From an optimization exercise on the open Yosys and OpenROAD flow, aimed at small area, a short achievable clock period and few clock cycles per item; shortcuts taken in it are not production practice.
Function was checked by simulation only, so behaviour that the tests miss may differ from the original.

==> 09-13: inputs <==
Design turbo_dec_top, start of the top module:
module turbo_dec_top (
    input  wire logic                      clk_p_i,
    input  wire logic                      reset_n_i,
    input  wire logic                      in_valid_i,
    input  wire turbo_llr_pkg::ch_sample_t sys_i,
    input  wire turbo_llr_pkg::ch_sample_t par1_i,
    input  wire turbo_llr_pkg::ch_sample_t par2_i,
    output logic                           in_ready_o,
    output turbo_llr_pkg::info_bits_t      dec_bits_o,
    output logic                           done_o
);
    logic                      take, s0, newblk;
    logic                      stg_full;
    logic [6:1]                cyc;
    logic                      dec;
    logic                      first;
    logic                      hard_b, hard_f;
    logic [(5 + 2)-1:0][4-1:0]  stg_sys, stg_par1, stg_par2;
    logic [(5 + 2)-1:0][4-1:0]  sys_blk, par1_blk, par2_blk;
    turbo_input_buffer buffer_i (
        .clk_p_i(clk_p_i), .reset_n_i(reset_n_i), .in_valid_i(in_valid_i),
        .sys_i(sys_i), .par1_i(par1_i), .par2_i(par2_i), .take_i(take),
        .in_ready_o(in_ready_o), .stg_full_o(stg_full),
        .stg_sys_o(stg_sys), .stg_par1_o(stg_par1), .stg_par2_o(stg_par2),
        .sys_o(sys_blk), .par1_o(par1_blk), .par2_o(par2_blk)
    );
    turbo_ctrl ctrl_i (
        .clk_p_i(clk_p_i), .reset_n_i(reset_n_i), .stg_full_i(stg_full),
        .hard_b_i(hard_b), .hard_f_i(hard_f),
        .take_o(take), .s0_o(s0), .newblk_o(newblk), .cyc_o(cyc), .dec_o(dec), .first_o(first),
        .dec_bits_o(dec_bits_o), .done_o(done_o)
    );
    siso_maxlog siso_i (
        .clk_p_i(clk_p_i), .s0_i(s0), .newblk_i(newblk), .cyc_i(cyc), .dec_i(dec), .first_i(first),
        .stg_sys_i(stg_sys), .stg_par1_i(stg_par1),
        .sys_i(sys_blk), .par1_i(par1_blk), .par2_i(par2_blk),
        .hard_b_o(hard_b), .hard_f_o(hard_f)
    );
endmodule
==> module acs_fwd, before the edit <==
module acs_fwd (
    input  wire turbo_llr_pkg::llr_t a1_i, a2_i, a3_i,
    input  wire turbo_llr_pkg::llr_t s_i, p_i, sp_i,
    output turbo_llr_pkg::llr_t      a1_o, a2_o, a3_o
);
    turbo_llr_pkg::llr_t d0, d1, d2, d3;
    always_comb begin
        d0 = turbo_llr_pkg::llr_max('0, turbo_llr_pkg::llr_sat_add(a1_i, sp_i));
        d2 = turbo_llr_pkg::llr_max(sp_i, a1_i);
        d3 = turbo_llr_pkg::llr_max(turbo_llr_pkg::llr_sat_add(a2_i, p_i), turbo_llr_pkg::llr_sat_add(a3_i, s_i));
        d1 = turbo_llr_pkg::llr_max(turbo_llr_pkg::llr_sat_add(a2_i, s_i), turbo_llr_pkg::llr_sat_add(a3_i, p_i));
        a1_o = turbo_llr_pkg::llr_sat_sub_lo(d1, d0);
        a2_o = turbo_llr_pkg::llr_sat_sub_lo(d2, d0);
        a3_o = turbo_llr_pkg::llr_sat_sub_lo(d3, d0);
    end
endmodule
==> module acs_bwd, before the edit <==
module acs_bwd (
    input  wire turbo_llr_pkg::llr_t b1_i, b2_i, b3_i,
    input  wire turbo_llr_pkg::llr_t s_i, p_i, sp_i,
    output turbo_llr_pkg::llr_t      b1_o, b2_o, b3_o,
    output turbo_llr_pkg::llr_t      y01_o, y20_o, y21_o, y30_o, y31_o
);
    turbo_llr_pkg::llr_t d0, d1, d2, d3;
    always_comb begin
        y01_o = turbo_llr_pkg::llr_sat_add(sp_i, b2_i);
        y20_o = turbo_llr_pkg::llr_sat_add(p_i, b3_i);
        y21_o = turbo_llr_pkg::llr_sat_add(s_i, b1_i);
        y30_o = turbo_llr_pkg::llr_sat_add(p_i, b1_i);
        y31_o = turbo_llr_pkg::llr_sat_add(s_i, b3_i);
        d0 = turbo_llr_pkg::llr_max('0, y01_o);
        d1 = turbo_llr_pkg::llr_max(b2_i, sp_i);
        d2 = turbo_llr_pkg::llr_max(y20_o, y21_o);
        d3 = turbo_llr_pkg::llr_max(y30_o, y31_o);
        b1_o = turbo_llr_pkg::llr_sat_sub_lo(d1, d0);
        b2_o = turbo_llr_pkg::llr_sat_sub_lo(d2, d0);
        b3_o = turbo_llr_pkg::llr_sat_sub_lo(d3, d0);
    end
endmodule
==> module llr_stage1, before the edit <==
module llr_stage1 (
    input  wire turbo_llr_pkg::llr_t a1_i, a2_i, a3_i,
    input  wire turbo_llr_pkg::llr_t sp_i, b2_i,
    input  wire turbo_llr_pkg::llr_t y01_i, y20_i, y21_i, y30_i, y31_i,
    output turbo_llr_pkg::llr_t      m0a_o, m0b_o, m1a_o, m1b_o
);
    always_comb begin
        m0a_o = turbo_llr_pkg::llr_max('0, turbo_llr_pkg::llr_sat_add(a1_i, b2_i));
        m0b_o = turbo_llr_pkg::llr_max(turbo_llr_pkg::llr_sat_add(a2_i, y20_i), turbo_llr_pkg::llr_sat_add(a3_i, y30_i));
        m1a_o = (b2_i >= a1_i) ? y01_i : turbo_llr_pkg::llr_sat_add(a1_i, sp_i);
        m1b_o = turbo_llr_pkg::llr_max(turbo_llr_pkg::llr_sat_add(a2_i, y21_i), turbo_llr_pkg::llr_sat_add(a3_i, y31_i));
    end
endmodule
==> module extrinsic_unit, before the edit <==
module extrinsic_unit (
    input  wire turbo_llr_pkg::llr_t m0a_i,    
    input  wire turbo_llr_pkg::llr_t m0b_i,
    input  wire turbo_llr_pkg::llr_t m1a_i,    
    input  wire turbo_llr_pkg::llr_t m1b_i,
    input  wire logic signed [13:0] k_i,    
    input  wire logic [4-1:0] sys_i,
    output logic signed [13:0] k_o,         
    output logic                     hard_o
);
    localparam int W = 13;
    localparam logic signed [W+1:0] HI = (1 <<< (W - 1)) - 1;
    localparam logic signed [W+1:0] LO = -(1 <<< (W - 1));
    turbo_llr_pkg::llr_t    app, c;
    logic signed [W+1:0]    w, u, t, chi, clo, khi, klo;
    turbo_llr_pkg::llr_t    best0, best1;
    logic signed [W:0]      dapp;
    always_comb begin
        best0 = turbo_llr_pkg::llr_max(m0a_i, m0b_i);
        best1 = turbo_llr_pkg::llr_max(m1a_i, m1b_i);
        dapp  = (W+1)'(best1) - (W+1)'(best0);
        if (dapp > HI) app = HI[W-1:0];
        else if (dapp < LO) app = LO[W-1:0];
        else app = dapp[W-1:0];
        hard_o = ~dapp[W];
    end
    always_comb begin
        c   = turbo_llr_pkg::ch2(sys_i);
        w   = (W+2)'(c) - (W+2)'(k_i);
        u   = (W+2)'(app) + w;
        t   = (W+2)'(app) - (W+2)'(k_i);
        chi = HI + (W+2)'(c);
        clo = LO + (W+2)'(c);
        khi = (c >= 0) ? HI : chi;
        klo = (c > 0) ? clo : LO;
        if (u > HI) k_o = (W+1)'(khi);
        else if (u < LO) k_o = (W+1)'(klo);
        else if (t > HI) k_o = (W+1)'(chi);
        else if (t < LO) k_o = (W+1)'(clo);
        else k_o = (W+1)'(u);
    end
endmodule
==> flow/config.mk <==
export PLATFORM = sky130hd
export DESIGN_NAME = turbo_dec_top
export DESIGN_NICKNAME = turbo_dec_top
export VERILOG_FILES = /design/flow/design.v
export SDC_FILE = /design/flow/constraint.sdc
export NUM_CORES = 4
export LEC_CHECK = 0
export ABC_AREA = 1
export CAP_MARGIN = 20
export CORE_MARGIN = 2
export CORE_UTILIZATION = 40
export CTS_BUF_LIST = sky130_fd_sc_hd__clkbuf_4 sky130_fd_sc_hd__clkbuf_8
export CTS_CLUSTER_DIAMETER = 60
export CTS_CLUSTER_SIZE = 24
export SLEW_MARGIN = 20
==> flow/constraint.sdc <==
create_clock -name core_clock -period 20.0 [get_ports {clk_p_i}]
set_input_delay 4.0000 -clock core_clock [delete_from_list [all_inputs] [get_ports {clk_p_i}]]
set_output_delay 4.0000 -clock core_clock [all_outputs]
set_load 0.01 [all_outputs]
standard.sh (not shown) runs the stock make flow with config.mk's settings and CLKGATE_MAP_FILE= SYNTH_SCRIPT=/design/flow/synth_recipe.tcl, a recipe that flattens the netlist after the stock synthesis.
==> flow/flow/run.sh <==
#!/bin/bash
# The standard layout, with the timing repair asked to leave a setup
# margin so that it also works on paths that already meet the clock
set -euo pipefail
export SETUP_SLACK_MARGIN=12
export SKIP_GATE_CLONING=1
bash standard.sh > standard.log 2>&1
==> inputs of 02-14, as changes to 09-13 <==
--- a/flow/design.v
+++ b/flow/design.v
@@ -25,13 +25,4 @@
         end
     endfunction
-    function automatic llr_t llr_sat_sub_lo(input llr_t a, input llr_t b);
-        logic signed [13:0] wide;
-        wide = a - b;
-        if (wide[13] != wide[13-1]) begin
-            llr_sat_sub_lo = 13'({1'b1, {(13-1){1'b0}}});
-        end else begin
-            llr_sat_sub_lo = 13'(wide[13-1:0]);
-        end
-    endfunction
     function automatic llr_t llr_max(input llr_t a, input llr_t b);
         llr_max = (b > a) ? b : a;
@@ -119,7 +110,7 @@
         d3 = turbo_llr_pkg::llr_max(turbo_llr_pkg::llr_sat_add(a2_i, p_i), turbo_llr_pkg::llr_sat_add(a3_i, s_i));
         d1 = turbo_llr_pkg::llr_max(turbo_llr_pkg::llr_sat_add(a2_i, s_i), turbo_llr_pkg::llr_sat_add(a3_i, p_i));
-        a1_o = turbo_llr_pkg::llr_sat_sub_lo(d1, d0);
-        a2_o = turbo_llr_pkg::llr_sat_sub_lo(d2, d0);
-        a3_o = turbo_llr_pkg::llr_sat_sub_lo(d3, d0);
+        a1_o = turbo_llr_pkg::llr_sat_sub(d1, d0);
+        a2_o = turbo_llr_pkg::llr_sat_sub(d2, d0);
+        a3_o = turbo_llr_pkg::llr_sat_sub(d3, d0);
     end
 endmodule
@@ -141,7 +132,7 @@
         d2 = turbo_llr_pkg::llr_max(y20_o, y21_o);
         d3 = turbo_llr_pkg::llr_max(y30_o, y31_o);
-        b1_o = turbo_llr_pkg::llr_sat_sub_lo(d1, d0);
-        b2_o = turbo_llr_pkg::llr_sat_sub_lo(d2, d0);
-        b3_o = turbo_llr_pkg::llr_sat_sub_lo(d3, d0);
+        b1_o = turbo_llr_pkg::llr_sat_sub(d1, d0);
+        b2_o = turbo_llr_pkg::llr_sat_sub(d2, d0);
+        b3_o = turbo_llr_pkg::llr_sat_sub(d3, d0);
     end
 endmodule
@@ -155,5 +146,5 @@
         m0a_o = turbo_llr_pkg::llr_max('0, turbo_llr_pkg::llr_sat_add(a1_i, b2_i));
         m0b_o = turbo_llr_pkg::llr_max(turbo_llr_pkg::llr_sat_add(a2_i, y20_i), turbo_llr_pkg::llr_sat_add(a3_i, y30_i));
-        m1a_o = (b2_i >= a1_i) ? y01_i : turbo_llr_pkg::llr_sat_add(a1_i, sp_i);
+        m1a_o = turbo_llr_pkg::llr_max(y01_i, turbo_llr_pkg::llr_sat_add(a1_i, sp_i));
         m1b_o = turbo_llr_pkg::llr_max(turbo_llr_pkg::llr_sat_add(a2_i, y21_i), turbo_llr_pkg::llr_sat_add(a3_i, y31_i));
     end
@@ -390,13 +381,9 @@
     logic signed [W+1:0]    w, u, t, chi, clo, khi, klo;
     turbo_llr_pkg::llr_t    best0, best1;
-    logic signed [W:0]      dapp;
     always_comb begin
         best0 = turbo_llr_pkg::llr_max(m0a_i, m0b_i);
         best1 = turbo_llr_pkg::llr_max(m1a_i, m1b_i);
-        dapp  = (W+1)'(best1) - (W+1)'(best0);
-        if (dapp > HI) app = HI[W-1:0];
-        else if (dapp < LO) app = LO[W-1:0];
-        else app = dapp[W-1:0];
-        hard_o = ~dapp[W];
+        app   = turbo_llr_pkg::llr_sat_sub(best1, best0);
+        hard_o = (best1 >= best0);
     end
     always_comb begin
==> flow/flow/run.sh (replaced) <==
#!/bin/bash
# The standard layout, with the timing repair asked to leave a setup
# margin so that it also works on paths that already meet the clock
set -euo pipefail
export SETUP_SLACK_MARGIN=11
export SKIP_GATE_CLONING=1
bash standard.sh > standard.log 2>&1
Settings changed: CORE_UTILIZATION 40 to 55, CTS_BUF_LIST sky130_fd_sc_hd__clkbuf_4 sky130_fd_sc_hd__clkbuf_8 to unset, CTS_CLUSTER_DIAMETER 60 to unset, CTS_CLUSTER_SIZE 24 to unset.
==> comparison <==
- 02-14 produced a clean layout. 09-13 passed the timing, design-rule and antenna checks.
- Of 02-14 and 09-13, 09-13 has the higher clock skew (gap 18 ps).
- Between 09-13 and 02-14, the lower maximum frequency is in 02-14 (gap about 9%, measured against 02-14).
- Of 02-14 and 09-13, 09-13 has the higher design area (gap about 0.54%, measured against 09-13).
- In 02-14 the global-route usage is higher than in 09-13, by 8.7 points.
Testbench counts of 09-13, summed over its fixed seeds: cycles 48,036, items 1,920.
Testbench counts of 02-14, summed over its fixed seeds: cycles 48,036, items 1,920.

-- what the ideal ports hide --
In the flow no input, the clock included, has a driving cell. The finished layouts below were timed again as built, in two steps. Step 1 (the two cells are an assumption about what drives the block):
set clk [get_ports {clk_p_i}]
set_driving_cell -lib_cell sky130_fd_sc_hd__clkbuf_16 $clk
set_driving_cell -lib_cell sky130_fd_sc_hd__buf_2 [delete_from_list [all_inputs] $clk]
Step 2 moves the port delays by t, midway between the first and last clock arrival at a register: inputs arrive t later, outputs are due t later. That takes back most of the time a late clock gives input paths. Three values: ideal ports, drivers, drivers and shift; two values: the first two.
| run | shift t [ns] | slack for setup (ns) | worst register clock-pin slew, ns | worst slew at a driven data input, ns |
|---|---|---|---|---|
| 09-13 | 0.892 | 12.352 / 12.352 / 12.352 | 0.11 / 0.11 | 0.03 |
| 02-14 | 0.758 | 11.690 / 11.690 / 11.690 | 0.07 / 0.07 | 0.04 |
After both steps setup and hold are still met in every run listed.
